From an optimization exercise on the open Yosys and OpenROAD flow, aimed at small area and a short achievable clock period; shortcuts taken in it are not production practice. The RTL was checked by simulation tests, not by an equivalence proof against the original design. Power and IR drop assume default switching activity.

**flow/config.mk**
```make
export PLATFORM = sky130hd
export DESIGN_NAME = reorder_buffer_mc
export DESIGN_NICKNAME = reorder_buffer_mc
export VERILOG_FILES = /design/flow/design.v
export SDC_FILE = /design/flow/constraint.sdc
export NUM_CORES = 4
export LEC_CHECK = 0
export CAP_MARGIN = 20
export CELL_PAD_IN_SITES_DETAIL_PLACEMENT = 1
export CELL_PAD_IN_SITES_GLOBAL_PLACEMENT = 1
export CORE_MARGIN = 2
export CORE_UTILIZATION = 50
export CTS_CLUSTER_DIAMETER = 80
export CTS_CLUSTER_SIZE = 24
export PLACE_DENSITY = 0.65
export SETUP_SLACK_MARGIN = 3.0
export SLEW_MARGIN = 20
export SYNTH_HIERARCHICAL = 1
```
**flow/constraint.sdc**
```tcl
create_clock -name core_clock -period 6.0 [get_ports {clk}]
set_input_delay 1.2000 -clock core_clock [delete_from_list [all_inputs] [get_ports {clk}]]
set_output_delay 1.2000 -clock core_clock [all_outputs]
set_load 0.01 [all_outputs]
```
**flow/design.v**
```verilog
module reorder_buffer_mc #(
    parameter int unsigned DEPTH    = 16,
    parameter int unsigned IDX_W    = 4,
    parameter int unsigned DATA_W   = 32,
    parameter int unsigned COMMIT_W = 2,
    parameter int unsigned CDB_N    = 2
) (
    input  logic                         clk,
    input  logic                         rst,
    input  logic                         flush,
    input  logic                         alloc_valid,
    input  logic [4:0]                   alloc_rd,
    output logic                         alloc_ready,
    output logic [IDX_W-1:0]             alloc_tag,
    input  logic [CDB_N-1:0]             cdb_valid,
    input  logic [CDB_N*IDX_W-1:0]       cdb_tag,
    input  logic [CDB_N*DATA_W-1:0]      cdb_data,
    output logic [COMMIT_W-1:0]          commit_valid,
    output logic [COMMIT_W*5-1:0]        commit_rd,
    output logic [COMMIT_W*DATA_W-1:0]   commit_data,
    output logic [IDX_W-1:0]             rob_head,
    output logic [IDX_W:0]               count,
    output logic                         empty,
    output logic                         full
);
    localparam int unsigned HALF = DEPTH / 2;
    localparam int unsigned EW   = DATA_W + 6;    
    logic              done_q [DEPTH];
    logic [4:0]        rd_q   [DEPTH];
    logic [DATA_W-1:0] data_q [DEPTH];
    logic [IDX_W-1:0]  head_q, tail_q;
    logic [IDX_W:0]    count_q;
    logic              ne_q, ge2_q;
    logic              alloc_fire;
    logic [1:0]        ncommit;
    assign alloc_ready = !flush && !count_q[IDX_W];
    assign alloc_fire  = alloc_valid && alloc_ready;
    assign alloc_tag   = tail_q;
    assign rob_head    = head_q;
    assign count       = count_q;
    assign empty       = !ne_q;
    assign full        = count_q[IDX_W];
    localparam int unsigned NCP = 2;
    localparam int unsigned GRP = (EW + NCP - 1) / NCP;
    logic [HALF-1:0]  osel_q [NCP], esel_q [NCP];
    logic [NCP-1:0]   swap_q;
    logic [EW-1:0]    p0, p1;
    logic             rot_o, rot_e;
    assign rot_o = ncommit[1] || (ncommit[0] && head_q[0]);
    assign rot_e = ncommit[1] || (ncommit[0] && !head_q[0]);
    for (genvar c = 0; c < NCP; c++) begin : g_sel
        always_ff @(posedge clk) begin
            if (rst || flush) begin
                osel_q[c] <= HALF'(1);
                esel_q[c] <= HALF'(1);
                swap_q[c] <= 1'b0;
            end else begin
                if (rot_o) osel_q[c] <= {osel_q[c][HALF-2:0], osel_q[c][HALF-1]};
                if (rot_e) esel_q[c] <= {esel_q[c][HALF-2:0], esel_q[c][HALF-1]};
                swap_q[c] <= swap_q[c] ^ ncommit[0];
            end
        end
    end
    for (genvar b = 0; b < EW; b++) begin : g_rd
        logic [HALF-1:0] ob, eb;
        for (genvar j = 0; j < HALF; j++) begin : g_col
            assign ob[j] = (b == EW-1) ? done_q[2*j+1] : (b >= DATA_W) ? rd_q[2*j+1][b-DATA_W] : data_q[2*j+1][b];
            assign eb[j] = (b == EW-1) ? done_q[2*j]   : (b >= DATA_W) ? rd_q[2*j][b-DATA_W]   : data_q[2*j][b];
        end
        rob_rdbit u_rd (.osel(osel_q[b / GRP]), .esel(esel_q[b / GRP]), .ob(ob), .eb(eb), .swap(swap_q[b / GRP]), .p0(p0[b]), .p1(p1[b]));
    end
    assign commit_valid[0]   = !flush && p0[EW-1] && ne_q;
    assign commit_valid[1]   = !flush && p0[EW-1] && p1[EW-1] && ge2_q;
    assign commit_rd         = {p1[DATA_W +: 5], p0[DATA_W +: 5]};
    assign commit_data       = {p1[DATA_W-1:0], p0[DATA_W-1:0]};
    assign ncommit           = {commit_valid[1], commit_valid[0] && !commit_valid[1]};
    logic [IDX_W-1:0] head_nx [3];
    logic [IDX_W:0]   cnt_a [3], cnt_n [3];
    always_comb begin
        for (int unsigned n = 0; n < 3; n++) begin
            head_nx[n] = head_q + IDX_W'(n);
            cnt_a[n]   = count_q + (IDX_W+1)'(1) - (IDX_W+1)'(n);
            cnt_n[n]   = count_q - (IDX_W+1)'(n);
        end
    end
    logic [4:0] ge;
    assign ge[0] = 1'b1;
    assign ge[1] = ne_q;
    assign ge[2] = ge2_q;
    assign ge[3] = (count_q >= (IDX_W+1)'(3));
    assign ge[4] = (count_q >= (IDX_W+1)'(4));
    always_ff @(posedge clk) begin
        if (rst || flush) begin
            ne_q  <= 1'b0;
            ge2_q <= 1'b0;
        end else begin
            ne_q  <= alloc_fire ? ge[ncommit]     : ge[ncommit + 2'd1];
            ge2_q <= alloc_fire ? ge[ncommit + 1] : ge[ncommit + 2];
        end
    end
    always_ff @(posedge clk) begin
        if (rst || flush) begin
            head_q  <= '0;
            tail_q  <= '0;
            count_q <= '0;
        end else begin
            head_q  <= head_nx[ncommit];
            if (alloc_fire) tail_q <= tail_q + IDX_W'(1);
            count_q <= alloc_fire ? cnt_a[ncommit] : cnt_n[ncommit];
        end
    end
    for (genvar e = 0; e < DEPTH; e++) begin : g_ent
        logic hit0, hit1, w0, wr, at_tail, retire;
        assign hit0    = cdb_valid[0] && (cdb_tag[0 +: IDX_W] == IDX_W'(e));
        assign hit1    = cdb_valid[1] && (cdb_tag[IDX_W +: IDX_W] == IDX_W'(e));
        assign w0      = hit0 && !hit1;    
        assign wr      = hit0 || hit1;
        assign at_tail = alloc_fire && (tail_q == IDX_W'(e));
        if (e % 2 == 0) begin : g_even
            assign retire = esel_q[NCP-1][e/2] && (head_q[0] ? commit_valid[1] : commit_valid[0]);
        end else begin : g_odd
            assign retire = osel_q[NCP-1][e/2] && (head_q[0] ? commit_valid[0] : commit_valid[1]);
        end
        always_ff @(posedge clk) begin
            if (rst || flush) begin
                done_q[e] <= 1'b0;
            end else begin
                if (retire || at_tail) begin
                    done_q[e] <= 1'b0;
                end else if (wr) begin
                    done_q[e] <= 1'b1;
                end
            end
        end
        logic hold;
        assign hold = !wr;
        always_ff @(posedge clk) begin
            if (at_tail) rd_q[e] <= alloc_rd;
        end
        for (genvar b = 0; b < DATA_W; b++) begin : g_bit
            logic nxt;
            rob_wrbit u_wr (.w0(w0), .d0(cdb_data[b]), .w1(hit1), .d1(cdb_data[DATA_W+b]),
                            .hold(hold), .q(data_q[e][b]), .d(nxt));
            always_ff @(posedge clk) data_q[e][b] <= nxt;
        end
    end
endmodule
module rob_wrbit (
    input  logic w0, d0, w1, d1, hold, q,
    output logic d
);
    assign d = (w0 & d0) | (w1 & d1) | (hold & q);
endmodule
module rob_rdbit (
    input  logic [7:0] osel, esel, ob, eb,
    input  logic       swap,
    output logic       p0, p1
);
    logic o, e;
    assign o  = |(osel & ob);
    assign e  = |(esel & eb);
    assign p0 = swap ? o : e;
    assign p1 = swap ? e : o;
endmodule
```
**flow/flow/run.sh**
```bash
#!/bin/bash
# Standard layout, with the port buffers made from plain buffers instead of the default
# delay-cell buffers; every port still gets its own buffer.
set -euo pipefail
export BUFFER_PORTS_ARGS="-buffer_cell sky130_fd_sc_hd__buf_2"
bash standard.sh > standard.log 2>&1
```
**flow/standard.sh**
```bash
#!/bin/bash
# synth_recipe.tcl (not shown) runs the flow's synth.tcl, then flattens the netlist and writes it again
# the make line also repeats each setting of config.mk as NAME=value (left out here)
make -C /OpenROAD-flow-scripts/flow DESIGN_CONFIG=/design/flow/config.mk WORK_HOME=/design/flow/orfs CLKGATE_MAP_FILE= SYNTH_SCRIPT=/design/flow/synth_recipe.tcl "${@:-finish}"
```
==> results of run 1 <==
[power by group through the flow]
| stage | logic (mW) | clock network (mW) | registers [mW] |
|---|---|---|---|
| floorplan | 1.34 | 0 | 5.68 |
| global placement | 1.66 | 0 | 5.76 |
| detailed placement | 1.78 | 0 | 5.82 |
| CTS | 1.84 | 2.94 | 5.75 |
| global route | 2.15 | 3.11 | 5.92 |
| finish | 1.99 | 2.96 | 5.85 |
[metal layers]
metal  vias up  routed length, um
li1      11190                  -
met1     14000              45580
met3       658              16660
met4         0              11530
met2      2294              60290
met5         -                  0
[modules after synthesis (local to each module, per instance)]
module             area [um2]  cells
reorder_buffer_mc       17040   1132
rob_rdbit               97.59     12
rob_wrbit               13.76      2
[state kept, by name, indices dropped and copies added (netlist names), named ones only]
| name | count |
|---|---|
| data_q | 512 |
| rd_q | 80 |
| done_q | 16 |
| esel_q | 16 |
| osel_q | 16 |
| count_q | 5 |
| head_q | 4 |
| tail_q | 4 |
| swap_q | 2 |
| ne_q | 1 |
[area by class of cell]
cell class	instances	area, um2
multi-input cells	1333	12860
well taps	748	935.9
clock inverters	14	192.7
flip-flops and latches	657	14080
fillers	5615	19800
clock buffers	46	999.7
inverters	523	1976
repair buffers	403	4129
diodes	1	2.502
[path summary, 6_finish.rpt]
check                            startpoint                   endpoint  slack, ps  depth (start not counted)
setup reg to reg  esel_q[1][0]$_SDFFE_PP1P_  esel_q[1][5]$_SDFFE_PP0P_       3070                         10
setup / recovery  osel_q[1][2]$_SDFFE_PP0P_               commit_rd[1]       2750                          6
hold / removal       data_q[12][12]$_DFF_P_     data_q[12][12]$_DFF_P_        490                          2
hold reg to reg      data_q[12][12]$_DFF_P_     data_q[12][12]$_DFF_P_        490                          2
[logic make-up (layout without fill, tap and decap cells)]
kind of cell | Yosys count | after routing | synth area share (%)
AOI/OAI and AO/OA | 911 | 911 | 29.37
xor gates and xnor gates | 17 | 17 | 0.5356
adders and majority gates | 16 | 16 | 0.7202
buffers and inverters | 626 | 986 | 9.592
DFF | 657 | 657 | 50.20
muxes | 79 | 79 | 2.845
other | 0 | 1 | 0
and+or+nand+nor | 306 | 310 | 6.743
[metrics by stage]
step	worst slack, ps	utilization (%)	instance area, um2
6_report	2754	63.98	35180
5_1_grt	2741	63.98	35180
4_1_cts	2701	60.88	33470
3_5_place_dp	1976	54.23	29820
3_3_place_gp	2093	53.87	29620
2_1_floorplan	2548	-	27980
[synth_stat cells, types with 6 or more instances]
master	n	area, um2
dfxtp_1	577	11550
nand2_1	98	367.9
ha_1	16	200.2
a21oi_1	44	220.2
a22oi_1	305	2290
nor2_1	39	146.4
and3_1	10	62.56
inv_1	521	1956
clkbuf_1	9	33.78
mux2i_1	79	790.8
xor2_1	6	52.55
nor2b_1	19	118.9
nand3_1	13	65.06
and4_1	76	665.6
edfxtp_1	80	2402
buf_4	79	593.1
buf_2	13	65.06
a2111oi_2	12	180.2
xnor2_1	11	96.34
o21ai_0	7	35.03
nor2_2	13	81.33
a222oi_1	512	5125
[worst min-delay path, cell delays in order (launching register included)]
cell,delay [ps]
dfxtp_1,340
a222oi_1,80
inv_1,50
[cell usage in the layout (no fill, tap or decap), drive strengths merged, types with 3 or more instances in the layout]
cell type / Yosys / routed
a21oi: 50 / 50
clkinv: 0 / 3
nor3: 8 / 8
bufinv: 0 / 3
a22oi: 305 / 305
and3: 10 / 10
xor2: 6 / 6
nand3b: 3 / 3
nand3: 13 / 13
clkinvlp: 0 / 3
and4: 76 / 76
nand2: 99 / 99
a211oi: 3 / 3
ha: 16 / 16
nor2: 57 / 61
clkbuf: 10 / 52
a222oi: 512 / 512
edfxtp: 80 / 80
nor2b: 24 / 24
a2111oi: 16 / 16
dfxtp: 577 / 577
nand2b: 5 / 5
xnor2: 11 / 11
o21ai: 9 / 9
inv: 523 / 528
buf: 93 / 397
mux2i: 79 / 79
o211ai: 3 / 3
[what timing repair did]
action | in CTS | in global routing
setup buffers | 92 | 64
gates cloned | 15 | 7
setup endpoints to repair | 361 | 212
pin swaps | 105 | 101
gates resized for setup | 310 | 179
==> metrics.csv, run 1 <==
metric,value,unit
final hold vios,0,
Worst Path Buf+Inv,3,
status,timing/DRC/antenna clean,
TritonCTS Sinks,657,
Worst setup SP type,flop,
clock power share,27.4,%
final wirelength,134.1,mm
"slowest stage delay, CP",380,ps
total CTS buffers,37,
WL/cell,35.99,um
cell row count,86,
syn_area_per_cell,10.64,um2
met3 Track Usage GR,9.323,%
Yosys cell types,65,
Psw,3.250,mW
vias,28150,
Post-Synthesis Cell Area,27800,um2
share of cells above drive strength 1,29.07,%
vias in the first global route,27750,
Finished Layout Cells,3725,
crit path kind,reg -> out,
Internal,7.557,mW
"CTS clk-pin slew, worst paths",100,ps
Final #Nets,3054,
post-synthesis sequential area ratio,50.20,%
Worst path top cell family by delay,buffers and inverters,
DRC viols,0,
H-tree depth,2,
initial cell density of the core,50.56,%
RSZ-0062 raised after global routing,true,
input/output buffers,174,
CP max-delay cell,dfxtp_4,
Sw Share,30.07,%
CTS tree,built,
drt first-iter violations,5672,
met2 Track Usage GR,69.03,%
met1 usage in global routing,50.89,%
CP most frequent cell,buf_12,
CP Max Fanout,7,
Final ANT Viol Nets,0,
"Slew Viols, Final",0,
die width,239.8,um
Max Clock Skew,33.28,ps
worst vdd ir,0.0002848,V
Post-Syn Nets,2711,
GRT overflow,0,
CTS Hold Bufs,0,
"critical path, cell by cell",buf_12 > buf_12 > a22oi_2 > and4_4 > mux2i_1 > buf_2,
clock latency (worst-skew pair),620,ps
DP HPWL,67.87,mm
cell count after synthesis,2612,
worst endpoint data arrival time,2050,ps
P_leak,14.85,nW
Std-Cell Core Area,54990,um2
GPL Wtd Cong,0.8340,
"Setup violations, final",0,
# IOs,175,
max-cap violation count,0,
hold slack,490.9,ps
"Async S/R FF share, synth",0,%
drt pass-1 iters,14,
GR peak layer,met2,
Final period util,54.11,%
Final Total Pwr,10.81,mW
WP data required,4800,ps
ys flop type,dfxtp_1,
Die Ht,239.8,um
die area,57500,um2
#FFs+latches synth,657,
vias per inst,7.556,
CP endpoint kind,output pin,
PD cells,307.2,nW/um2
Yosys Warn Count,23,
combinational power share,18.4,%
CTS root buffer,clkbuf_16,
GRT Resource Usage Total,42.97,%
min Tclk post-route,3246,ps
dpl cells,3484,
Area Growth Syn to Fin,26.56,%
Slew headroom,24.14,%
worst hold path type,reg -> reg,
Fin Setup TNS,0,ps
sequential share of power,54.2,%
initial antenna violation count,1,
f_max,308.0,MHz
Slew @ Worst Pin,1138,ps
number of flops mapped to enable cells by yosys,80,
Clock Path Buffers,3,
largest net degree at the start of global routing,40,
first-pass GRT wire length,183.3,mm
==> inputs of run 2 (changes only) <==
--- a/flow/config.mk
+++ b/flow/config.mk
@@ -15,3 +15,3 @@
 export PLACE_DENSITY = 0.65
-export SETUP_SLACK_MARGIN = 3.0
+export SETUP_SLACK_MARGIN = 2.8
 export SLEW_MARGIN = 20
==> run 2 against run 1 <==
Non-clock buffer count is 136 lower. Highest routed layer is now met5. Global-route usage is 4.1 points lower. Area after synthesis is the same. Worst setup slack improved by 9.8 ps. Cell count down 3.6%. Sequential share of layout area grew 3.9 points.
==> metrics.csv, run 2 <==
metric,value,unit,change
GPL Wtd Cong,0.8516,,+2.1%
Yosys Warn Count,23,,unchanged
die area,57500,um2,unchanged
CTS root buffer,clkbuf_16,,
CP Max Fanout,5,,-2
clock latency (worst-skew pair),590,ps,-30 ps
post-synthesis sequential area ratio,50.20,%,unchanged
vias,26220,,-6.9%
"Setup violations, final",0,,unchanged
CP endpoint kind,output pin,,
input/output buffers,174,,unchanged
"critical path, cell by cell",buf_12 > a22oi_2 > and4_4 > mux2i_4 > nand4b_4 > inv_8 > buf_2,,
final hold vios,0,,unchanged
post-synth top area cell,dfxtp_1,,
"Slew Viols, Final",0,,unchanged
CTS tree,built,,
biggest regs,"data_q x512, rd_q x80",,
Sw Share,28.30,%,-1.8 points
cell count after synthesis,2612,,unchanged
combinational power share,17.4,%,-1.0 points
status,timing/DRC/antenna clean,,
Worst path top cell family by delay,flip-flops,,
worst hold path type,reg -> reg,,
# IOs,175,,unchanged
GRT overflow,0,,unchanged
"Async S/R FF share, synth",0,%,unchanged
Std-Cell Core Area,54990,um2,unchanged
WP data required,4800,ps,about the same
Final Total Pwr,10.57,mW,-2.2%
worst endpoint data arrival time,2040,ps,about the same
Final period util,53.94,%,-0.16 points
Worst Path Buf+Inv,3,,unchanged
max-cap violation count,0,,unchanged
die width,239.8,um,unchanged
Max Clock Skew,17.05,ps,-16.22 ps
TritonCTS Sinks,657,,unchanged
Area Growth Syn to Fin,14.82,%,
drt pass-1 iters,14,,unchanged
R2R setup slack,3300,ps,+230 ps
crit path kind,reg -> out,,
vias per inst,7.298,,-3.4%
"commonest non-fill, non-tap cell in the layout",dfxtp_1,,
PD cells,331.3,nW/um2,+7.8%
commonest cells in the netlist,"dfxtp_1, inv_1, a222oi_1, a22oi_1, nand2_1",,
hold slack,489.8,ps,-1.022 ps
final core utilization,58.05,%,-5.9 points
most frequent cells in the layout,"dfxtp_1, inv_1, a222oi_1",,
most frequent cell after synthesis,dfxtp_1,,
"Most flops, register",data_q,,
Final ANT Viol Nets,0,,unchanged
f_max,309.0,MHz,+0.30%
Yosys cell types,65,,unchanged
number of flops mapped to enable cells by yosys,80,,unchanged
drt first-iter violations,4756,,-16%
first-pass GRT wire length,167.7,mm,-8.5%
sequential share of power,54.3,%,about the same
Clock Path Buffers,3,,unchanged
cell row count,86,,unchanged
Worst setup SP type,flop,,
Reg-to-Reg Start,esel_q[1][0]$_SDFFE_PP1P_,,
Finished Layout Cells,3592,,-3.6%
ys flop type,dfxtp_1,,
Slew headroom,21.70,%,-2.4 points
r2r worst-path depth,11,,+1
"CTS clk-pin slew, worst paths",90,ps,about the same
Internal,7.581,mW,+0.33%
clock power share,28.3,%,+0.9 points
Fin Setup TNS,0,ps,unchanged
initial cell density of the core,50.56,%,unchanged
Post-Synthesis Cell Area,27800,um2,unchanged
final instance area,31920,um2,-9.3%
post-route setup slack,2763,ps,+9.760 ps
DP HPWL,66.36,mm,-2.2%
initial antenna violation count,4,,+3
post-synth top area share,41.55,%,unchanged
number of flip-flops in the largest register,512,,unchanged
vias in the first global route,26530,,-4.4%
H-tree depth,2,,unchanged
"slowest stage delay, CP",390,ps,about the same
Post-Syn Nets,2711,,unchanged
Die Ht,239.8,um,unchanged
post-place instance area,29770,um2,-0.17%
min Tclk post-route,3237,ps,-9.760 ps
CP max-delay cell,dfxtp_4,,
Final #Nets,2917,,-4.5%
P_leak,13.66,nW,-8.0%
first element of the critical path,esel_q[1][0]$_SDFFE_PP1P_,,
Slew @ Worst Pin,1172,ps,+33.75 ps
largest net degree at the start of global routing,61,,+53%
CP endpoint,commit_valid[1],,
GRT Resource Usage Total,38.83,%,-4.1 points
final wirelength,114.3,mm,-15%
WP depth,7,,+1
#FFs+latches synth,657,,unchanged
worst vdd ir,0.0003417,V,+20%
RR Endpoint,head_q[3]$_SDFFE_PP0P_,,
total CTS buffers,37,,unchanged
Synth area leaders,"dfxtp_1, a222oi_1, edfxtp_1",,
dpl cells,3493,,+0.26%
WL/cell,31.81,um,-12%
RSZ-0062 raised after global routing,true,,
share of cells above drive strength 1,17.07,%,-12 points
Setup WS pre-CTS,1967,ps,-8.310 ps
DRC viols,0,,unchanged
syn_area_per_cell,10.64,um2,unchanged
Psw,2.992,mW,-7.9%
run 2: cell counts after synthesis:
Identical to the previous run, type by type.
run 2: power by group through the flow:
stage	clock, mW	sequential (mW)	combinational [mW]
floorplan	0	5.68	1.34
global placement	0	5.75	1.65
detailed placement	0	5.81	1.77
CTS	3.02	5.72	1.81
global route	3.18	5.82	2.02
finish	2.99	5.74	1.84
run 2: worst min-delay path by stage:
| stage | from | to | slack (ps) | depth (start not counted) |
|---|---|---|---|---|
| 6_report | data_q[5][20]$_DFF_P_ | data_q[5][20]$_DFF_P_ | 490 | 2 |
| 5_1_grt | data_q[11][23]$_DFF_P_ | data_q[11][23]$_DFF_P_ | 500 | 2 |
| 2_1_floorplan | data_q[0][0]$_DFF_P_ | data_q[0][0]$_DFF_P_ | 450 | 2 |
| 3_3_place_gp | data_q[14][4]$_DFF_P_ | data_q[14][4]$_DFF_P_ | 460 | 2 |
| 4_1_cts | data_q[4][16]$_DFF_P_ | data_q[4][16]$_DFF_P_ | 490 | 2 |
| 3_5_place_dp | data_q[14][8]$_DFF_P_ | data_q[14][8]$_DFF_P_ | 470 | 2 |
run 2: cells by family (layout without fill, tap and decap cells):
logic type / Yosys count / count (layout) / synth area share, %
multiplexers: 79 / 79 / 2.845
XOR/XNOR: 17 / 17 / 0.5356
buffers and inverters: 626 / 852 / 9.592
AND/OR/NAND/NOR: 306 / 309 / 6.743
AO/OA/AOI/OAI: 911 / 911 / 29.37
other: 0 / 3 / 0
flip-flops: 657 / 657 / 50.20
adder cells (fa/ha/maj): 16 / 16 / 0.7202
run 2: what timing repair did:
item                                    4_1_cts  5_1_grt
resized for setup                           124       34
pin swaps                                    15       16
endpoints found under the setup margin      302       66
hold buffers                                  0        0
cloned                                        5        0
setup buffers                                15       11
run 2: Yosys stat by module, one instance, submodules excluded:
module,times used,flip-flops and latches,cells
reorder_buffer_mc,1,657,1132
rob_wrbit,512,0,2
rob_rdbit,38,0,12
run 2: final cells by class:
class | instances | area [um2]
Fill cell | 5866 | 23070
Sequential cell | 657 | 14020
Multi-Input combinational cell | 1332 | 11770
Inverter | 523 | 1976
Timing Repair Buffer | 267 | 1963
Clock buffer | 44 | 992.2
Tap cell | 748 | 935.9
Clock inverter | 18 | 255.2
Antenna cell | 3 | 7.507
run 2: layer usage:
metal / global-route usage (%) / routed length, um
met1: 47.66 / 41940
met5: 0 / 24
met2: 63.52 / 53370
met3: 7.318 / 12170
met4: 23.14 / 6774
run 2: worst min-delay path, stage by stage (launching register included):
cell and delay (ps):
dfxtp_1 340, a222oi_1 80, inv_1 50
==> inputs of run 3 (changes only) <==
--- a/flow/config.mk
+++ b/flow/config.mk
@@ -15,3 +15,3 @@
 export PLACE_DENSITY = 0.65
-export SETUP_SLACK_MARGIN = 2.8
+export SETUP_SLACK_MARGIN = 2.7
 export SLEW_MARGIN = 20
==> run 3 against run 2 <==
Cell count increased by 0.25%. Non-clock buffer count up 5. Design area down 0.48%. First-iteration DRC count grew 24%. Wire length is 7.3% higher. Highest routed layer unchanged. Sequential share of layout area grew 0.16 points. Die area unchanged. Global-route usage rose by 2.5 points. Largest cell class unchanged. Count of clock-buffer cells in the layout is 3 higher. Hold slack about the same. Flip-flop and latch count is the same.
==> metrics.csv, run 3 <==
metric,value,unit,change
status,timing/DRC/antenna clean,,
die area,57500,um2,unchanged
cell row count,86,,unchanged
"CTS clk-pin slew, worst paths",90,ps,about the same
Worst setup SP type,input port,,
initial antenna violation count,7,,+3
clock latency (worst-skew pair),610,ps,+20 ps
CP endpoint kind,flop,,
input/output buffers,174,,unchanged
worst vdd ir,0.0004004,V,+17%
TritonCTS Sinks,657,,unchanged
Synth area leaders,"dfxtp_1, a222oi_1, edfxtp_1",,
RSZ-0062 raised after global routing,true,,
PD cells,334.0,nW/um2,+0.82%
Clock Path Buffers,3,,unchanged
Final #Nets,2922,,+0.17%
register area,14000,um2,-0.12%
most frequent cells in the layout,"dfxtp_1, inv_1, a222oi_1",,
GPL Wtd Cong,0.8528,,+0.14%
Yosys Warn Count,23,,unchanged
total CTS buffers,38,,+2.7%
"Async S/R FF share, synth",0,%,unchanged
Final ANT Viol Nets,0,,unchanged
biggest regs,"data_q x512, rd_q x80",,
Max Clock Skew,17.25,ps,+0.1997 ps
share of cells above drive strength 1,15.75,%,-1.3 points
drt pass-1 iters,13,,-1
DP HPWL,70.82,mm,+6.7%
worst endpoint data arrival time,3890,ps,+1850 ps
GRT overflow,0,,unchanged
f_max,299.1,MHz,-3.2%
Post-Syn Nets,2711,,unchanged
first-pass GRT wire length,176.7,mm,+5.3%
vias in the first global route,26640,,+0.43%
H-tree depth,2,,unchanged
"Most flops, register",data_q,,
ys flop type,dfxtp_1,,
max-cap violation count,0,,unchanged
Yosys cell types,65,,unchanged
CTS Hold Bufs,0,,unchanged
Area Growth Syn to Fin,14.26,%,
Final Total Pwr,10.61,mW,+0.33%
# IOs,175,,unchanged
final wirelength,122.6,mm,+7.3%
Fin Setup TNS,0,ps,unchanged
Std-Cell Core Area,54990,um2,unchanged
commonest cells in the netlist,"dfxtp_1, inv_1, a222oi_1, a22oi_1, nand2_1",,
post-synthesis sequential area ratio,50.20,%,unchanged
number of flip-flops in the largest register,512,,unchanged
GRT Resource Usage Total,41.31,%,+2.5 points
hold slack,489.9,ps,+0.1120 ps
Filler Cells Inserted,5924,,+0.99%
WL/cell,34.06,um,+7.0%
min Tclk post-route,3344,ps,+107.0 ps
"Setup violations, final",0,,unchanged
"Slew Viols, Final",0,,unchanged
Post-Synthesis Cell Area,27800,um2,unchanged
largest net degree at the start of global routing,51,,-16%
vias per inst,7.485,,+2.6%
most frequent cell after synthesis,dfxtp_1,,
cell count after synthesis,2612,,unchanged
crit path kind,in -> reg,,
number of flops mapped to enable cells by yosys,80,,unchanged
CTS tree,built,,
DRC viols,0,,unchanged
WP data required,6550,ps,+1750 ps
"commonest non-fill, non-tap cell in the layout",dfxtp_1,,
multi-input logic area,11610,um2,-1.3%
syn_area_per_cell,10.64,um2,unchanged
Slew @ Worst Pin,1216,ps,+44.04 ps
Slew headroom,18.77,%,-2.9 points
post-synth top area cell,dfxtp_1,,
final core utilization,57.77,%,-0.28 points
Final period util,55.73,%,+1.8 points
CTS root buffer,clkbuf_16,,
worst hold path type,reg -> reg,,
#FFs+latches synth,657,,unchanged
die width,239.8,um,unchanged
CP Max Fanout,19,,+14
final hold vios,0,,unchanged
post-synth top area share,41.55,%,unchanged
vias,26950,,+2.8%
P_leak,13.61,nW,-0.37%
Die Ht,239.8,um,unchanged
initial cell density of the core,50.56,%,unchanged
drt first-iter violations,5879,,+24%
run 3: cell counts after synthesis:
No cell type changed its count.
run 3: final timing paths:
check / from / end / slack [ps] / cells past startpoint
min: data_q[8][0]$_DFF_P_ / data_q[8][0]$_DFF_P_ / 490 / 2
max: cdb_tag[1] / data_q[13][27]$_DFF_P_ / 2660 / 7
max reg2reg: esel_q[1][0]$_SDFFE_PP1P_ / head_q[3]$_SDFFE_PP0P_ / 3300 / 11
min reg2reg: data_q[8][0]$_DFF_P_ / data_q[8][0]$_DFF_P_ / 490 / 2
run 3: Yosys stat by module (local to each module, per instance):
| module | times used | cells inside | flops+latches | cell area (um2) |
|---|---|---|---|---|
| reorder_buffer_mc | 1 | 1132 | 657 | 17040 |
| rob_rdbit | 38 | 12 | 0 | 97.59 |
| rob_wrbit | 512 | 2 | 0 | 13.76 |
run 3: layout make-up:
cell class / instances / area share [%]
Timing Repair Buffer: 272 / 6.165
Antenna cell: 3 / 0.02364
Inverter: 523 / 6.220
Tap cell: 748 / 2.947
Clock inverter: 20 / 0.7012
Clock buffer: 47 / 3.301
Sequential cell: 657 / 44.09
Multi-Input combinational cell: 1331 / 36.55
run 3: power by group:
| part | switching, mW | total [mW] | internal [mW] |
|---|---|---|---|
| registers | 0.492 | 5.77 | 5.27 |
| logic | 0.978 | 1.83 | 0.852 |
| clock network | 1.63 | 3.01 | 1.38 |
run 3: critical path: stages:
cell,delay (ps)
buf_2,150
and3b_1,620
nand3_1,400
nor2_4,840
buf_4,400
a222oi_1,160
inv_1,90
run 3: routing by layer:
metal  global-route usage (%)  wire length [um]  up-vias
met2                    63.62             53970     2096
met5                        0                65        -
li1                         -                 -    10930
met4                    22.46              6986       10
met3                    9.323             16450      408
met1                    53.86             45170    13510
run 3: through the flow:
step	cells	cell area, um2	setup slack [ps]
floorplan	2612	27880	2501
global placement	3507	29820	2059
detailed placement	3513	29950	1989
CTS	3596	31600	2661
global route	3599	31760	2663
finish	3601	31760	2656
run 3: cell families after synthesis:
| family | count (synthesis) | share of synthesized area (%) |
|---|---|---|
| xor+xnor | 17 | 0.5356 |
| buf+inv | 626 | 9.592 |
| compound gates | 911 | 29.37 |
| simple gates | 306 | 6.743 |
| fa+ha+maj | 16 | 0.7202 |
| flops | 657 | 50.20 |
| mux | 79 | 2.845 |
run 3: what timing repair did:
item,4_1_cts,5_1_grt
setup endpoints to repair,173,32
endpoints found under the hold margin,0,0
gates resized for setup,65,34
pin swaps,2,2
gates cloned,3,0
buffers inserted,13,1
==> inputs of run 4 (changes only) <==
--- a/flow/config.mk
+++ b/flow/config.mk
@@ -11,7 +11,7 @@
 export CORE_MARGIN = 2
-export CORE_UTILIZATION = 50
+export CORE_UTILIZATION = 60
 export CTS_CLUSTER_DIAMETER = 80
 export CTS_CLUSTER_SIZE = 24
-export PLACE_DENSITY = 0.65
-export SETUP_SLACK_MARGIN = 2.7
+export PLACE_DENSITY = 0.72
+export SETUP_SLACK_MARGIN = 2.8
 export SLEW_MARGIN = 20
==> run 4 against run 3 <==
The flow now stops in global routing. Area after synthesis is the same. Synthesized cell count did not move.
==> metrics.csv, run 4 <==
metric,value,unit,change
GPL Wtd Cong,0.8945,,+4.9%
# IOs,175,,unchanged
Post-Syn Nets,2711,,unchanged
cell row count,78,,-9.3%
input/output buffers,174,,unchanged
ys flop type,dfxtp_1,,
Clock Path Buffers,3,,unchanged
initial antenna violation count,24,,
Yosys cell types,65,,unchanged
post-synth top area cell,dfxtp_1,,
GRT Resource Usage Total,80.97,%,
cell count after synthesis,2612,,unchanged
tool error,[ERROR GRT-0232] Routing congestion too high. Check the congestion heatmap in the GUI.,,
H-tree depth,2,,unchanged
#FFs+latches synth,657,,unchanged
worst setup endpoint GRT,commit_valid[1],,
Die Ht,219.2,um,-8.6%
CTS Hold Bufs,0,,unchanged
Yosys Warn Count,23,,unchanged
DP HPWL,69.37,mm,-2.0%
worst ep type,output port,,
Synth area leaders,"dfxtp_1, a222oi_1, edfxtp_1",,
CTS root buffer,clkbuf_16,,
Post-Synthesis Cell Area,27800,um2,unchanged
commonest cells in the netlist,"dfxtp_1, inv_1, a222oi_1, a22oi_1, nand2_1",,
initial cell density of the core,60.99,%,+10 points
"Async S/R FF share, synth",0,%,unchanged
post-synth top area share,41.55,%,unchanged
post-synthesis sequential area ratio,50.20,%,unchanged
most frequent cell after synthesis,dfxtp_1,,
status,did not finish,,
die width,219.2,um,-8.6%
GRT overflow,13,,
largest net degree at the start of global routing,61,,
number of flops mapped to enable cells by yosys,80,,unchanged
syn_area_per_cell,10.64,um2,unchanged
total CTS buffers,36,,-5.3%
Last stage,global routing,,
post-place instance area,29710,um2,-0.81%
TritonCTS Sinks,657,,unchanged
==> run 4: cell counts after synthesis <==
Identical to the previous run, type by type.
==> run 4: worst max-delay path by stage <==
stage	from	cells past startpoint	endpoint	slack, ps
2_1_floorplan	cdb_tag[7]	5	done_q[7]$_SDFFE_PP0N_	2500
3_5_place_dp	osel_q[1][2]$_SDFFE_PP0P_	6	commit_valid[1]	1970
4_1_cts	osel_q[1][4]$_SDFFE_PP0P_	7	commit_valid[1]	2680
3_3_place_gp	osel_q[1][2]$_SDFFE_PP0P_	6	commit_valid[1]	2100
==> run 4: cell families after synthesis <==
logic type,count (synthesis),synth area share [%]
buffers and inverters,626,9.592
xor gates and xnor gates,17,0.5356
and+or+nand+nor,306,6.743
muxes,79,2.845
AOI/OAI and AO/OA,911,29.37
adders and majority gates,16,0.7202
DFF,657,50.20
==> run 4: power by group through the flow <==
stage                     clock (mW)  combinational, mW  sequential (mW)
after global placement             0               1.62             5.75
after detailed placement           0               1.79             5.83
after CTS                       2.78               1.84             5.74
after floorplan                    0               1.34             5.68
==> run 4: modules after synthesis (local to each module, per instance) <==
module / cells inside / cell area [um2] / flops+latches
rob_wrbit: 2 / 13.76 / 0
rob_rdbit: 12 / 97.59 / 0
reorder_buffer_mc: 1132 / 17040 / 657
==> run 4: what timing repair did <==
action	4_1_cts
gates resized for setup	125
setup endpoints to repair	322
pin swaps	5
setup buffers	11
cloned	7
==> run 4: metrics by stage <==
step | hold WS (ps) | std cells | power, mW | setup WS [ps]
floorplan | 448.0 | 2612 | 7.020 | 2501
global placement | 457.6 | 3347 | 7.371 | 2096
detailed placement | 469.7 | 3353 | 7.620 | 1974
CTS | 493.5 | 3426 | 10.35 | 2678
==> run 4: metal layers <==
layer  GRT usage, %  GRT overflow
met1          81.86             0
met2          94.00             7
met3          69.99             2
met4          76.64             4
met5          44.58             0
==> inputs of run 5 (changes only) <==
--- a/flow/config.mk
+++ b/flow/config.mk
@@ -11,6 +11,6 @@
 export CORE_MARGIN = 2
-export CORE_UTILIZATION = 60
+export CORE_UTILIZATION = 55
 export CTS_CLUSTER_DIAMETER = 80
 export CTS_CLUSTER_SIZE = 24
-export PLACE_DENSITY = 0.72
+export PLACE_DENSITY = 0.68
 export SETUP_SLACK_MARGIN = 2.8
==> run 5 against run 4 <==
Area after synthesis did not move. Now clean on timing, DRC and antenna. Synthesized cell count unchanged.
==> metrics.csv, run 5 <==
metric,value,unit,change
"CTS clk-pin slew, worst paths",100,ps,
Reg-to-Reg Start,osel_q[1][2]$_SDFFE_PP0P_,,
post-route setup slack,2700,ps,
first element of the critical path,osel_q[1][2]$_SDFFE_PP0P_,,
total CTS buffers,35,,-2.8%
final hold vios,0,,
P_leak,13.80,nW,
most frequent cell after synthesis,dfxtp_1,,
TritonCTS Sinks,657,,unchanged
clock latency (worst-skew pair),600,ps,
"Async S/R FF share, synth",0,%,unchanged
Final period util,55.00,%,
vias,27260,,
Filler Cells Inserted,5346,,
DP HPWL,66.03,mm,-4.8%
post-synth top area cell,dfxtp_1,,
vias in the first global route,27880,,
"Most flops, register",data_q,,
Slew headroom,25.29,%,
Post-Synthesis Cell Area,27800,um2,unchanged
WP data required,4800,ps,
H-tree depth,2,,unchanged
Final ANT Viol Nets,0,,
largest net degree at the start of global routing,40,,
GPL Wtd Cong,0.8437,,-5.7%
Synth area leaders,"dfxtp_1, a222oi_1, edfxtp_1",,
worst endpoint data arrival time,2100,ps,
Post-Syn Nets,2711,,unchanged
number of flip-flops in the largest register,512,,
r2r worst-path depth,8,,
hold slack,489.8,ps,
CTS Hold Bufs,0,,unchanged
Clock Path Buffers,3,,unchanged
#FFs+latches synth,657,,unchanged
most frequent cells in the layout,"dfxtp_1, inv_1, a222oi_1",,
CTS tree,built,,
commonest cells in the netlist,"dfxtp_1, inv_1, a222oi_1, a22oi_1, nand2_1",,
post-place instance area,29680,um2,about the same
multi-input logic area,11760,um2,
Fin Setup TNS,0,ps,
"commonest non-fill, non-tap cell in the layout",dfxtp_1,,
CP endpoint kind,output pin,,
Yosys cell types,65,,unchanged
f_max,303.1,MHz,
cell count after synthesis,2612,,unchanged
ys flop type,dfxtp_1,,
Setup WS pre-CTS,1913,ps,-60.82 ps
die width,228.8,um,+4.4%
die area,52360,um2,
Yosys Warn Count,23,,unchanged
"Slew Viols, Final",0,,
R2R setup slack,3140,ps,
post-synthesis sequential area ratio,50.20,%,unchanged
input/output buffers,174,,unchanged
Die Ht,228.8,um,+4.4%
crit path kind,reg -> out,,
RR Endpoint,esel_q[0][3]$_SDFFE_PP0P_,,
Final #Nets,2933,,
# IOs,175,,unchanged
biggest regs,"data_q x512, rd_q x80",,
initial antenna violation count,4,,
worst vdd ir,0.0003526,V,
status,timing/DRC/antenna clean,,
final wirelength,120.4,mm,
CP endpoint,commit_data[57],,
Worst setup SP type,flop,,
first-pass GRT wire length,172.0,mm,
syn_area_per_cell,10.64,um2,unchanged
register area,14030,um2,
WL/cell,34.10,um,
Slew @ Worst Pin,1118,ps,
GRT Resource Usage Total,42.81,%,
vias per inst,7.719,,
Std-Cell Core Area,50070,um2,
CP Max Fanout,21,,
drt pass-1 iters,14,,
GRT overflow,0,,
min Tclk post-route,3300,ps,
PD cells,328.9,nW/um2,
DRC viols,0,,
CTS root buffer,clkbuf_16,,
Area Growth Syn to Fin,15.54,%,
max-cap violation count,0,,
"Setup violations, final",0,,
Max Clock Skew,21.36,ps,
post-synth top area share,41.55,%,unchanged
number of flops mapped to enable cells by yosys,80,,unchanged
final instance area,32120,um2,
RSZ-0062 raised after global routing,true,,
cell row count,82,,+5.1%
initial cell density of the core,55.52,%,-5.5 points
worst hold path type,reg -> reg,,
drt first-iter violations,5766,,
share of cells above drive strength 1,17.65,%,
==> run 5: through the flow <==
stage,std cells,util [%],power [mW]
6_report,3532,64.15,10.56
5_1_grt,3528,64.13,10.95
4_1_cts,3493,62.84,10.42
3_5_place_dp,3414,59.29,7.603
3_3_place_gp,3409,59.04,7.387
2_1_floorplan,2612,-,7.020
==> run 5: metal layers <==
layer / up-vias / track usage, % / routed length (um)
li1: 10950 / - / -
met1: 13450 / 50.14 / 41360
met2: 2241 / 70.72 / 54830
met3: 615 / 9.082 / 14880
met4: 4 / 28.96 / 9340
met5: - / 0 / 24
==> run 5: logic make-up after synthesis <==
logic type / count (synthesis) / share of synthesized area, %
AOI/OAI and AO/OA: 911 / 29.37
xor gates and xnor gates: 17 / 0.5356
adders and majority gates: 16 / 0.7202
buffers and inverters: 626 / 9.592
DFF: 657 / 50.20
muxes: 79 / 2.845
and+or+nand+nor: 306 / 6.743
==> run 5: per-module statistics from Yosys, one instance, submodules excluded <==
module,area (um2),times used,flops+latches,cells inside
reorder_buffer_mc,17040,1,657,1132
rob_rdbit,97.59,38,0,12
rob_wrbit,13.76,512,0,2
==> run 5: report_power, final <==
| group | switching [mW] | internal, mW |
|---|---|---|
| clock | 1.54 | 1.37 |
| combinational | 1.00 | 0.875 |
| sequential | 0.500 | 5.27 |
| total | 3.04 | 7.52 |
==> run 5: final cells by class <==
class / instances / area share (%)
flip-flops and latches: 657 / 43.70
multi-input cells: 1333 / 36.62
repair buffers: 284 / 7.219
inverters: 523 / 6.143
clock buffers: 47 / 3.128
well taps: 672 / 2.618
clock inverters: 12 / 0.5415
diodes: 4 / 0.03116
==> run 5: timing repair <==
action,4_1_cts,5_1_grt
gates cloned,6,4
gates resized for setup,107,60
buffers inserted,14,27
setup endpoints to repair,292,210
pin swaps,8,18
==> run 5: worst max-delay path, stage by stage (launching register included) <==
cell and delay (ps):
dfxtp_1 420, buf_8 260, a22oi_1 120, and4_1 220, mux2i_1 270, buf_2 190
==> run 5: how the worst min path moves through the flow <==
stage / startpoint / end / slack [ps] / cells past startpoint
floorplan: data_q[0][0]$_DFF_P_ / data_q[0][0]$_DFF_P_ / 450 / 2
global placement: osel_q[0][0]$_SDFFE_PP1P_ / osel_q[0][0]$_SDFFE_PP1P_ / 450 / 2
detailed placement: data_q[9][9]$_DFF_P_ / data_q[9][9]$_DFF_P_ / 470 / 2
CTS: data_q[9][9]$_DFF_P_ / data_q[9][9]$_DFF_P_ / 490 / 2
global route: data_q[9][9]$_DFF_P_ / data_q[9][9]$_DFF_P_ / 510 / 2
finish: data_q[8][19]$_DFF_P_ / data_q[8][19]$_DFF_P_ / 490 / 2
==> inputs of run 6 (changes only) <==
--- a/flow/config.mk
+++ b/flow/config.mk
@@ -11,6 +11,7 @@
 export CORE_MARGIN = 2
-export CORE_UTILIZATION = 55
-export CTS_CLUSTER_DIAMETER = 80
-export CTS_CLUSTER_SIZE = 24
-export PLACE_DENSITY = 0.68
+export CORE_UTILIZATION = 50
+export CTS_BUF_LIST = sky130_fd_sc_hd__clkbuf_8
+export CTS_CLUSTER_DIAMETER = 60
+export CTS_CLUSTER_SIZE = 16
+export PLACE_DENSITY = 0.65
 export SETUP_SLACK_MARGIN = 2.8
==> run 6 against run 5 <==
Still clean. Core utilization shrank 3.7 points. Worst setup slack worse by 22 ps. Non-clock buffer count increased by 31. Register-to-register slack improved by 200 ps. Count of clock-buffer cells in the layout up 13. Global-route usage down 3.7 points. Critical path depth increased by 2. Maximum frequency fell by 0.67%. Largest cell class unchanged. Largest power group unchanged. Highest routed layer unchanged.
==> metrics.csv, run 6 <==
metric,value,unit,change
most frequent cell after synthesis,dfxtp_1,,
Final #Nets,2980,,+1.6%
initial antenna violation count,7,,+3
initial cell density of the core,50.56,%,-5.0 points
GRT Resource Usage Total,39.15,%,-3.7 points
ys flop type,dfxtp_1,,
Max Clock Skew,33.02,ps,+11.66 ps
vias in the first global route,26840,,-3.7%
clock power share,26.0,%,-1.6 points
Fin Setup TNS,0,ps,unchanged
"Most flops, register",data_q,,
Area Growth Syn to Fin,19.54,%,
cell count after synthesis,2612,,unchanged
CTS tree,built,,
H-tree depth,2,,unchanged
WP data required,4800,ps,about the same
combinational power share,18.3,%,+0.5 points
CTS root buffer,clkbuf_8,,
TritonCTS Sinks,657,,unchanged
number of flops mapped to enable cells by yosys,80,,unchanged
post-synth top area share,41.55,%,unchanged
Slew headroom,5.865,%,-19 points
Setup WS pre-CTS,1967,ps,+53.97 ps
GPL Wtd Cong,0.8516,,+0.94%
# IOs,175,,unchanged
first-pass GRT wire length,169.0,mm,-1.7%
post-synth top area cell,dfxtp_1,,
final hold vios,0,,unchanged
Die Ht,239.8,um,+4.8%
"CTS clk-pin slew, worst paths",110,ps,about the same
RR Endpoint,head_q[3]$_SDFFE_PP0P_,,
worst hold path endpoint,data_q[14][31]$_DFF_P_,,
Post-Synthesis Cell Area,27800,um2,unchanged
Slew @ Worst Pin,1411,ps,+292.5 ps
Reg-to-Reg Start,esel_q[1][0]$_SDFFE_PP1P_,,
"commonest non-fill, non-tap cell in the layout",dfxtp_1,,
post-synthesis sequential area ratio,50.20,%,unchanged
Internal,7.281,mW,-3.2%
f_max,301.0,MHz,-0.67%
final wirelength,120.4,mm,about the same
CP endpoint kind,output pin,,
P_leak,14.13,nW,+2.4%
worst endpoint data arrival time,2120,ps,+20 ps
CP Max Fanout,4,,-81%
Final period util,55.37,%,+0.37 points
share of cells above drive strength 1,23.43,%,+5.8 points
Clock Path Buffers,3,,unchanged
status,timing/DRC/antenna clean,,
R2R setup slack,3340,ps,+200 ps
Final ANT Viol Nets,0,,unchanged
min Tclk post-route,3322,ps,+22.22 ps
input/output buffers,174,,unchanged
DP HPWL,66.36,mm,+0.50%
Hold Crit Start,data_q[14][31]$_DFF_P_,,
"Slew Viols, Final",0,,unchanged
final core utilization,60.44,%,-3.7 points
sequential share of power,55.7,%,+1.1 points
WL/cell,32.82,um,-3.7%
drt first-iter violations,5247,,-9.0%
Yosys Warn Count,23,,unchanged
cell row count,86,,+4.9%
worst vdd ir,0.0002479,V,-30%
die width,239.8,um,+4.8%
post-route setup slack,2678,ps,-22.22 ps
Synth area leaders,"dfxtp_1, a222oi_1, edfxtp_1",,
Sw Share,30.09,%,+1.3 points
PD cells,313.4,nW/um2,-4.7%
Hold Crit Depth,2,,unchanged
most frequent cells in the layout,"dfxtp_1, inv_1, a222oi_1",,
#FFs+latches synth,657,,unchanged
GRT overflow,0,,unchanged
DRC viols,0,,unchanged
Final Total Pwr,10.41,mW,-1.4%
clock latency (worst-skew pair),740,ps,+140 ps
syn_area_per_cell,10.64,um2,unchanged
RSZ-0062 raised after global routing,true,,
Std-Cell Core Area,54990,um2,+9.8%
Psw,3.133,mW,+2.9%
die area,57500,um2,+9.8%
max-cap violation count,0,,unchanged
number of flip-flops in the largest register,512,,unchanged
total CTS buffers,54,,+54%
drt pass-1 iters,12,,-2
"Async S/R FF share, synth",0,%,unchanged
hold slack,490.9,ps,+1.097 ps
vias,26900,,-1.3%
Yosys cell types,65,,unchanged
r2r worst-path depth,11,,+3
"Setup violations, final",0,,unchanged
worst hold path type,reg -> reg,,
largest net degree at the start of global routing,61,,+53%
vias per inst,7.334,,-5.0%
Worst setup SP type,flop,,
crit path kind,reg -> out,,
commonest cells in the netlist,"dfxtp_1, inv_1, a222oi_1, a22oi_1, nand2_1",,
first element of the critical path,esel_q[1][0]$_SDFFE_PP1P_,,
biggest regs,"data_q x512, rd_q x80",,
Post-Syn Nets,2711,,unchanged
[run 6: cell counts after synthesis]
No cell type changed its count.
[run 6: modules after synthesis, one instance, submodules excluded]
module / copies in the design / flip-flops and latches
reorder_buffer_mc: 1 / 657
rob_rdbit: 38 / 0
rob_wrbit: 512 / 0
[run 6: layout make-up]
cell class / count / area [um2]
inverters: 523 / 1976
multi-input cells: 1330 / 12320
fillers: 5772 / 21750
diodes: 5 / 12.51
well taps: 748 / 935.9
flip-flops and latches: 657 / 14040
clock inverters: 30 / 265.3
clock buffers: 60 / 825.8
repair buffers: 315 / 2860
[run 6: cells by family (layout without fill, tap and decap cells)]
| kind of cell | count (synthesis) | count (layout) | synth area share [%] |
|---|---|---|---|
| other | 0 | 5 | 0 |
| XOR/XNOR | 17 | 17 | 0.5356 |
| AND/OR/NAND/NOR | 306 | 307 | 6.743 |
| adder cells (fa/ha/maj) | 16 | 16 | 0.7202 |
| flip-flops | 657 | 657 | 50.20 |
| multiplexers | 79 | 79 | 2.845 |
| AO/OA/AOI/OAI | 911 | 911 | 29.37 |
| buffers and inverters | 626 | 928 | 9.592 |
[run 6: routing by layer]
| layer | GRT usage [%] | wire (um) |
|---|---|---|
| met1 | 48.20 | 42560 |
| met3 | 7.549 | 14050 |
| met2 | 63.56 | 55810 |
| met4 | 23.71 | 7935 |
| met5 | 0 | 38 |
[run 6: through the flow]
step | instances | area, um2
5_1_grt | 3664 | 33220
2_1_floorplan | 2612 | 27930
3_3_place_gp | 3490 | 29690
6_report | 3668 | 33230
3_5_place_dp | 3493 | 29770
4_1_cts | 3626 | 32060
[run 6: power groups by stage]
stage | sequential (mW) | clock [mW] | combinational, mW
2_1_floorplan | 5.68 | 0 | 1.34
3_3_place_gp | 5.75 | 0 | 1.65
3_5_place_dp | 5.81 | 0 | 1.77
4_1_cts | 5.73 | 2.71 | 1.84
6_report | 5.80 | 2.71 | 1.91
5_1_grt | 5.88 | 2.91 | 2.09
[run 6: timing repair]
action / in CTS / in global routing
hold buffers: 0 / 0
endpoints found under the setup margin: 110 / 186
pin swaps: 50 / 99
gates resized for setup: 209 / 129
cloned: 3 / 6
setup buffers: 40 / 26
[run 6: worst max-delay path by stage]
stage	end	depth (start not counted)
global placement	data_q[8][27]$_DFF_P_	7
global route	commit_valid[1]	6
CTS	commit_valid[1]	7
detailed placement	data_q[8][20]$_DFF_P_	7
floorplan	done_q[7]$_SDFFE_PP0N_	5
finish	commit_valid[1]	7
[run 6: critical path: stages (launching register included)]
cell and delay [ps]:
dfxtp_4 380, buf_12 110, a22oi_2 70, and4_4 180, mux2i_4 270, nand4b_4 190
inv_8 90, buf_6 100

-- what the ideal ports hide --
How much do the figures lean on ideal ports? The routed layouts below were timed once more, with nothing changed but the port constraints. Step 1 sets driving cells, clkbuf_16 on the clock port and buf_2 on the other inputs (assumed; they add their load-dependent delay and slew). Step 2 moves the port delays by t, midway between the first and last clock arrival at a register: inputs arrive t later, outputs are due t later. That takes back most of the time a late clock gives input paths. Slacks: ideal / step 1 / step 2; pairs: ideal / step 1.
run	shift t [ns]	setup WS [ns]	worst register clock-pin slew, ns
run 1	0.667	2.754 / 2.690 / 2.193	0.10 / 0.10
run 2	0.647	2.763 / 2.698 / 2.220	0.10 / 0.10
run 3	0.656	2.656 / 2.650 / 2.031	0.10 / 0.10
run 5	0.659	2.700 / 2.636 / 2.226	0.10 / 0.10
run 6	0.785	2.678 / 2.617 / 1.848	0.11 / 0.11
After both steps every run listed still meets setup and hold. For run 6, which loses most, drivers alone change the setup slack by -0.061 ns; drivers and shift together by -0.830 ns.
